From an optimization exercise on the open Yosys and OpenROAD flow, aimed at small area, a short achievable clock period and few clock cycles; shortcuts taken in it are not production practice. Function was checked by simulation only, so behaviour that the tests miss may differ from the original. Power and IR drop assume default switching activity.

--- design/flow/config.mk ---
export PLATFORM = sky130hd
export DESIGN_NAME = signed_int_to_decimal_ascii_top
export DESIGN_NICKNAME = signed_int_to_decimal_ascii_top
export VERILOG_FILES = /design/flow/design.v
export SDC_FILE = /design/flow/constraint.sdc
export NUM_CORES = 4
export LEC_CHECK = 0
export CAP_MARGIN = 20
export CORE_MARGIN = 2
export CORE_UTILIZATION = 40
export SLEW_MARGIN = 20
--- design/flow/design.v ---
`timescale 1ns / 1ps
package sitda_pkg;
  localparam int unsigned VALUE_BITS_DEF = 32;
  localparam int unsigned DABBLE_BITS    = 4;
  localparam int unsigned DIG_IDX_W      = 5;
  localparam int unsigned CHAR_W         = 8;
  localparam logic [CHAR_W-1:0] CH_ZERO  = 8'd48;
  localparam logic [CHAR_W-1:0] CH_MINUS = 8'd45;
  localparam logic [63:0]       RADIX    = 64'd10;
  function automatic int unsigned num_digits(input int unsigned bits);
    logic [63:0] v;
    int unsigned n;
    v = 64'd1 << (bits - 1);
    n = 0;
    for (int i = 0; i < 64; i = i + 1) begin
      if (v != 64'd0) begin
        n = n + 1;
        v = v / RADIX;
      end
    end
    num_digits = n;
  endfunction
  typedef struct packed {
    logic                 neg;
    logic [DIG_IDX_W-1:0] top_idx;
  } num_info_t;
endpackage
`timescale 1ns / 1ps
module sitda_bcd_pipe #(
  parameter int unsigned VALUE_BITS = sitda_pkg::VALUE_BITS_DEF,
  localparam int unsigned NumDigits = sitda_pkg::num_digits(VALUE_BITS)
) (
  input  logic                        clk_i,
  input  logic                        rst_ni,
  input  logic                        in_valid_i,
  output logic                        in_ready_o,
  input  logic signed [VALUE_BITS-1:0] value_i,
  output logic                        out_valid_o,
  input  logic                        out_ready_i,
  output logic [NumDigits*4-1:0]      bcd_o,
  output sitda_pkg::num_info_t        info_o
);
  localparam int unsigned NumStages = (VALUE_BITS + sitda_pkg::DABBLE_BITS - 1) / sitda_pkg::DABBLE_BITS;
  localparam int unsigned PadW      = NumStages * sitda_pkg::DABBLE_BITS;
  localparam int unsigned BcdW      = NumDigits * 4;
  localparam int unsigned IdxW      = $clog2(NumDigits);
  localparam int unsigned LenStg    = NumStages + 1;
  function automatic logic [BcdW+PadW-1:0] dabble(input logic [BcdW+PadW-1:0] x);
    logic [BcdW+PadW-1:0] r;
    r = x;
    for (int b = 0; b < sitda_pkg::DABBLE_BITS; b++) begin
      for (int d = 0; d < NumDigits; d++) begin
        if (r[PadW+4*d +: 4] >= 4'd5) begin
          r[PadW+4*d +: 4] = r[PadW+4*d +: 4] + 4'd3;
        end
      end
      r = r << 1;
    end
    dabble = r;
  endfunction
  logic [LenStg:0]       vld_q;
  logic [LenStg+1:0]     ld;
  logic [PadW-1:0]       mag_q [NumStages];
  logic [BcdW-1:0]       bcd_q [1:LenStg];
  logic                  neg_q [LenStg+1];
  logic [IdxW-1:0]       top_q;
  logic [IdxW-1:0]       top_d;
  logic [VALUE_BITS-1:0] neg_mag;
  logic [PadW-1:0]       mag_d;
  assign ld[LenStg+1] = out_ready_i;
  for (genvar s = 0; s <= LenStg; s++) begin : g_ld
    assign ld[s] = !vld_q[s] || ld[s+1];
  end
  always_ff @(posedge clk_i or negedge rst_ni) begin
    if (!rst_ni) begin
      vld_q <= '0;
    end else begin
      if (ld[0]) begin
        vld_q[0] <= in_valid_i;
      end
      for (int s = 1; s <= LenStg; s++) begin
        if (ld[s]) begin
          vld_q[s] <= vld_q[s-1];
        end
      end
    end
  end
  assign neg_mag = ~value_i + 1'b1;
  assign mag_d   = value_i[VALUE_BITS-1] ? PadW'(neg_mag)
                                         : PadW'(unsigned'(value_i));
  always_ff @(posedge clk_i) begin
    if (ld[0]) begin
      mag_q[0] <= mag_d;
      neg_q[0] <= value_i[VALUE_BITS-1];
    end
  end
  for (genvar s = 1; s <= NumStages; s++) begin : g_stage
    logic [BcdW-1:0]      bcd_in;
    logic [BcdW+PadW-1:0] res;
    if (s == 1) begin : g_first
      assign bcd_in = '0;
    end else begin : g_rest
      assign bcd_in = bcd_q[s-1];
    end
    assign res = dabble({bcd_in, mag_q[s-1]});
    always_ff @(posedge clk_i) begin
      if (ld[s]) begin
        bcd_q[s] <= res[PadW +: BcdW];
        neg_q[s] <= neg_q[s-1];
      end
    end
    if (s < NumStages) begin : g_mag
      always_ff @(posedge clk_i) begin
        if (ld[s]) begin
          mag_q[s] <= res[PadW-1:0];
        end
      end
    end
  end
  always_comb begin
    top_d = '0;
    for (int d = 1; d < NumDigits; d++) begin
      if (bcd_q[NumStages][4*d +: 4] != 4'd0) begin
        top_d = IdxW'(d);
      end
    end
  end
  always_ff @(posedge clk_i) begin
    if (ld[LenStg]) begin
      bcd_q[LenStg] <= bcd_q[NumStages];
      neg_q[LenStg] <= neg_q[NumStages];
      top_q         <= top_d;
    end
  end
  assign in_ready_o     = ld[0];
  assign out_valid_o    = vld_q[LenStg];
  assign bcd_o          = bcd_q[LenStg];
  assign info_o.neg     = neg_q[LenStg];
  assign info_o.top_idx = sitda_pkg::DIG_IDX_W'(top_q);
endmodule
`timescale 1ns / 1ps
module sitda_emit #(
  parameter int unsigned VALUE_BITS = sitda_pkg::VALUE_BITS_DEF,
  localparam int unsigned NumDigits = sitda_pkg::num_digits(VALUE_BITS)
) (
  input  logic                          clk_i,
  input  logic                          rst_ni,
  input  logic                          in_valid_i,
  output logic                          in_ready_o,
  input  logic [NumDigits*4-1:0]        bcd_i,
  input  sitda_pkg::num_info_t          info_i,
  output logic                          out_valid_o,
  input  logic                          out_ready_i,
  output logic [sitda_pkg::CHAR_W-1:0]  char_code_o,
  output logic                          last_char_o
);
  localparam int unsigned BcdW = NumDigits * 4;
  localparam int unsigned IdxW = $clog2(NumDigits);
  logic              busy_q;
  logic              sign_q;
  logic [IdxW-1:0]   pos_q;
  logic [BcdW-1:0]   dig_q;
  logic              oval_q;
  logic [sitda_pkg::CHAR_W-1:0] char_q;
  logic              last_q;
  logic              out_take;
  logic              emit;
  logic              is_last;
  logic              finishing;
  logic              load;
  logic [sitda_pkg::CHAR_W-1:0] char_d;
  assign out_take  = !oval_q || out_ready_i;
  assign emit      = busy_q && out_take;
  assign is_last   = !sign_q && (pos_q == '0);
  assign finishing = emit && is_last;
  assign in_ready_o = !busy_q || finishing;
  assign load      = in_valid_i && in_ready_o;
  assign char_d    = sign_q ? sitda_pkg::CH_MINUS : (sitda_pkg::CH_ZERO + sitda_pkg::CHAR_W'(dig_q[4*pos_q +: 4]));
  always_ff @(posedge clk_i or negedge rst_ni) begin
    if (!rst_ni) begin
      busy_q <= 1'b0;
      sign_q <= 1'b0;
      pos_q  <= '0;
    end else if (load) begin
      busy_q <= 1'b1;
      sign_q <= info_i.neg;
      pos_q  <= info_i.top_idx[IdxW-1:0];
    end else if (emit) begin
      if (sign_q) begin
        sign_q <= 1'b0;
      end else if (pos_q == '0) begin
        busy_q <= 1'b0;
      end else begin
        pos_q <= pos_q - 1'b1;
      end
    end
  end
  always_ff @(posedge clk_i) begin
    if (load) begin
      dig_q <= bcd_i;
    end
  end
  always_ff @(posedge clk_i or negedge rst_ni) begin
    if (!rst_ni) begin
      oval_q <= 1'b0;
    end else if (out_take) begin
      oval_q <= busy_q;
    end
  end
  always_ff @(posedge clk_i) begin
    if (emit) begin
      char_q <= char_d;
      last_q <= is_last;
    end
  end
  assign out_valid_o = oval_q;
  assign char_code_o = char_q;
  assign last_char_o = last_q;
endmodule
`timescale 1ns / 1ps
module signed_int_to_decimal_ascii_top #(
  parameter int unsigned VALUE_BITS = sitda_pkg::VALUE_BITS_DEF
) (
  input  logic                         clk_i,
  input  logic                         rst_ni,
  input  logic                         in_valid_i,
  output logic                         in_ready_o,
  input  logic signed [VALUE_BITS-1:0] value_i,
  output logic                         out_valid_o,
  input  logic                         out_ready_i,
  output logic [sitda_pkg::CHAR_W-1:0] char_code_o,
  output logic                         last_char_o
);
  localparam int unsigned NumDigits = sitda_pkg::num_digits(VALUE_BITS);
  logic                  pipe_valid;
  logic                  pipe_ready;
  logic [NumDigits*4-1:0] pipe_bcd;
  sitda_pkg::num_info_t             pipe_info;
  sitda_bcd_pipe #(
    .VALUE_BITS(VALUE_BITS)
  ) u_pipe (
    .clk_i      (clk_i),
    .rst_ni     (rst_ni),
    .in_valid_i (in_valid_i),
    .in_ready_o (in_ready_o),
    .value_i    (value_i),
    .out_valid_o(pipe_valid),
    .out_ready_i(pipe_ready),
    .bcd_o      (pipe_bcd),
    .info_o     (pipe_info)
  );
  sitda_emit #(
    .VALUE_BITS(VALUE_BITS)
  ) u_emit (
    .clk_i      (clk_i),
    .rst_ni     (rst_ni),
    .in_valid_i (pipe_valid),
    .in_ready_o (pipe_ready),
    .bcd_i      (pipe_bcd),
    .info_i     (pipe_info),
    .out_valid_o(out_valid_o),
    .out_ready_i(out_ready_i),
    .char_code_o(char_code_o),
    .last_char_o(last_char_o)
  );
endmodule
--- design/flow/run.sh ---
#!/bin/bash
# synth_recipe.tcl (not shown) runs the flow's synth.tcl, then flattens the netlist and writes it again
# the make line also repeats each setting of config.mk as NAME=value (left out here)
make -C /OpenROAD-flow-scripts/flow DESIGN_CONFIG=/design/flow/config.mk WORK_HOME=/design/flow/orfs CLKGATE_MAP_FILE= SYNTH_SCRIPT=/design/flow/synth_recipe.tcl finish
--- design/flow/constraint.sdc ---
create_clock -name core_clock -period 4.5 [get_ports {clk_i}]
set_input_delay 0.9000 -clock core_clock [delete_from_list [all_inputs] [get_ports {clk_i}]]
set_output_delay 0.9000 -clock core_clock [all_outputs]
set_load 0.01 [all_outputs]
==> notes.md <==
worst skew pair latency=600 ps; placed inst area=33300 um2; Die Y=285 um; slowest cell on the critical path=mux2i_1; vias in the first global route=21700; total congestion overflow=0; cell row count=103; outcome=finished clean; Worst setup EP type=flip-flop; Crit Path Class=flip-flop to flip-flop; clk buf depth=3; Initial DRT Pass Iterations=5; unrepaired setup endpoints after global routing=false; Via density=5.42; Initial Util=40.3%; # hold bufs at CTS=0; static leakage=12.6 nW; die width=285 um; Worst Path Required=4850 ps; Core ar.=78600 um2; crit-path cells=inv_1 > ha_1 > nand2b_1 > a21oi_2 > mux2_2 > o21a_1 > mux2i_1 > inv_1 > ha_1 > a22oi_1 > o22ai_1 > a21oi_1 > nand4_1 > o211ai_1 > and3b_1; filler cell count=7556; CP Launch Type=flip-flop; Power Density=482 nW/um2; Metal-1 WL=26.8 mm; die area=81400 um2; metal2 WL=26.2 mm; Fmax=248 MHz; Sink Count=446; Period minus WS final=4030 ps; Post-synth EDFFs=429; Max-Cap Viols=0; via count=23700; Root Buffer=clkbuf_16; Residual DRC=0; postcts setup bufs=0; area of the multi-input gates=17200 um2; storage element area=13300 um2; port bufs=43; post-synth top area cell=edfxtp_1; DR WL/cell=12.7 um; Synth Cell Area=31700 um2; largest net degree at the start of global routing=47; Ys Warns=5; Clock transition at path regs=60 ps; Synth-to-Final Area Change=10.5%; Worst Path Buf+Inv=2; clk_skew=28.6 ps; Synth Instances=3257; uppermost routed layer=met4; CTS buffer count=51; slowest stage delay, CP=490 ps; most frequent cell after synthesis=edfxtp_1; CP Depth=15; commonest cells in the netlist=429 x edfxtp_1, 305 x a21oi_1, 260 x o21ai_0, 217 x nand2_1, 217 x nor2_1; fraction of registers with async set/reset=3.81%; final cycle utilization of the critical path=89.7%; post-route ant nets=0; post-synth cell types=104; Ant. Diodes=0; critical path peak fanout=11; cell family with most CP delay=compound AO/OA/AOI/OAI gates; Detail Placement HPWL=40.4 mm; design area=35000 um2; GRT Overall Usage=13.5%; Iteration-0 DRC Markers=1237; final core occ=44.5%; Final Max Tran Viols=0; I/O pins=47; Seq/Total Area, Yosys=42.0%; Routed WL=55.8 mm; layout cells sized above 1=9.14%; Final nets=3470; slew margin rel.=31.8%; path type of the worst min-delay path=input pin to async pin; flops & latches, synth=446; total negative slack=0 ps; main flop type after synthesis=edfxtp_1; syn avg cell area=9.72 um2; worst slew pin tran=1020 ps; Synth top area share=40.7%; worst path arrival time=4390 ps; synth top area cells=edfxtp_1 41%, ha_1 5.8%, a21oi_1 4.8%; routed wl met3=1.84 mm; Gates resized, CTS repair=0; H-tree Lvls=2; placer congestion estimate=0.804; final setup fails=0; WHS=290 ps; CTS tree=yes; R2R cell count=15; Final Hold Fails=0; global-route wire length before repair=97.4 mm; initial antenna violation count=0; Worst IR Drop VDD=0.307 mV
flip-flops by register name (all words and copies together), names as in the netlist:
name	count
u_emit.busy_q	1
u_emit.char_q	5
u_emit.dig_q	40
u_emit.last_q	1
u_emit.oval_q	1
u_emit.pos_q	4
u_emit.sign_q	1
u_pipe.bcd_q	225
u_pipe.mag_q	144
u_pipe.neg_q	10
u_pipe.top_q	4
u_pipe.vld_q	10
worst reg2reg max path: cells and delay by family (launching register included):
| family | cells | cell delay (ps) |
|---|---|---|
| AOI/OAI and AO/OA | 6 | 1220 |
| adders and majority gates | 2 | 470 |
| buffers and inverters | 2 | 310 |
| DFF | 1 | 430 |
| muxes | 2 | 950 |
| and+or+nand+nor | 3 | 430 |
final cells by class:
class / instances / share of cell area, %
Multi-Input combinational cell: 2502 / 49.1
Clock inverter: 34 / 1.08
Inverter: 212 / 2.28
Sequential cell: 446 / 38.0
Clock buffer: 57 / 3.80
Timing Repair Buffer: 75 / 1.94
Tap cell: 1050 / 3.75
routing by layer:
layer | up-vias | GRT usage (%)
li1 | 12400 | -
met2 | 321 | 23.6
met3 | 62 | 1.85
met4 | 0 | 3.10
met1 | 11000 | 17.7
met5 | - | 0
through the flow:
stage	setup WS [ps]	std cells	power [mW]
after CTS	417	4376	17.0
after global routing	87.4	4376	18.2
after global placement	556	4285	12.7
after floorplan	-45.7	3258	11.5
after detailed placement	554	4285	12.8
final	466	4376	16.9
logic make-up after synthesis:
family	Yosys count	share of synthesized area [%]
AO/OA/AOI/OAI	1157	23.6
other	2	0.0237
buffers and inverters	310	3.75
multiplexers	155	5.54
adder cells (fa/ha/maj)	151	5.93
flip-flops	446	42.0
XOR/XNOR	199	5.92
AND/OR/NAND/NOR	837	13.2
power by group:
group          switching [mW]  total (mW)  internal, mW
Clock                    1.68        4.16          2.48
Combinational            4.07        7.08          3.01
Sequential              0.250        5.61          5.36
final timing paths:
path                                                from                           end  slack, ps
max reg2reg                 u_pipe.bcd_q[2][4]$_DFFE_PP_  u_pipe.bcd_q[3][8]$_DFFE_PP_        470
min                                               rst_ni     u_emit.oval_q$_DFFE_PN0P_        290
min in group core_clock    u_pipe.bcd_q[9][34]$_DFFE_PP_    u_emit.dig_q[34]$_DFFE_PP_        410
min reg2reg                u_pipe.bcd_q[9][34]$_DFFE_PP_    u_emit.dig_q[34]$_DFFE_PP_        410
max in group asynchronous                         rst_ni   u_pipe.vld_q[0]$_DFFE_PN0P_       3840
max                         u_pipe.bcd_q[2][4]$_DFFE_PP_  u_pipe.bcd_q[3][8]$_DFFE_PP_        470
cells in the final DEF, fill, tap and decap left out, types with 35 or more instances in the layout:
cell	Yosys	layout
nand3_1	51	47
nand2_1	217	216
clkbuf_16	0	51
inv_1	203	203
clkdlybuf4s50_1	0	42
nor3_1	54	54
mux2_2	67	67
nand2b_1	91	91
xnor2_1	154	154
o21ai_0	260	260
a21oi_1	305	305
edfxtp_1	429	429
a31oi_1	67	67
a211oi_1	48	48
a21o_1	35	35
ha_1	146	146
nor3b_1	54	54
o21a_1	38	38
nor2_1	217	217
mux2i_1	75	75
Testbench counts, summed over its fixed seeds: cycles 66,829.

## what the ideal ports hide
In the flow no input, the clock included, has a driving cell. The finished layout below was timed again as built, in two steps. Step 1: set_driving_cell puts a clkbuf_16 on clk_i and a buf_2 on each other input, an assumption about the parent block. Step 2 times the ports against the registers' clock, not the clock port: input delays grow and output delays shrink by t, the midpoint of the rising clock arrivals with the driver on. a / b / c = ideal ports / drivers / drivers and shift; a / b = the first two.
t (ns): 0.643
setup slack, ns: 0.466 / 0.407 / 0.466
worst hold slack (ns): 0.290 / 0.252 / 0.410
clock arrival spread, ns: 0.029 / 0.029
After both steps setup and hold are still met in this run. The setup slack of this run moves by -0.059 ns with the drivers and by 0.000 ns with both steps.
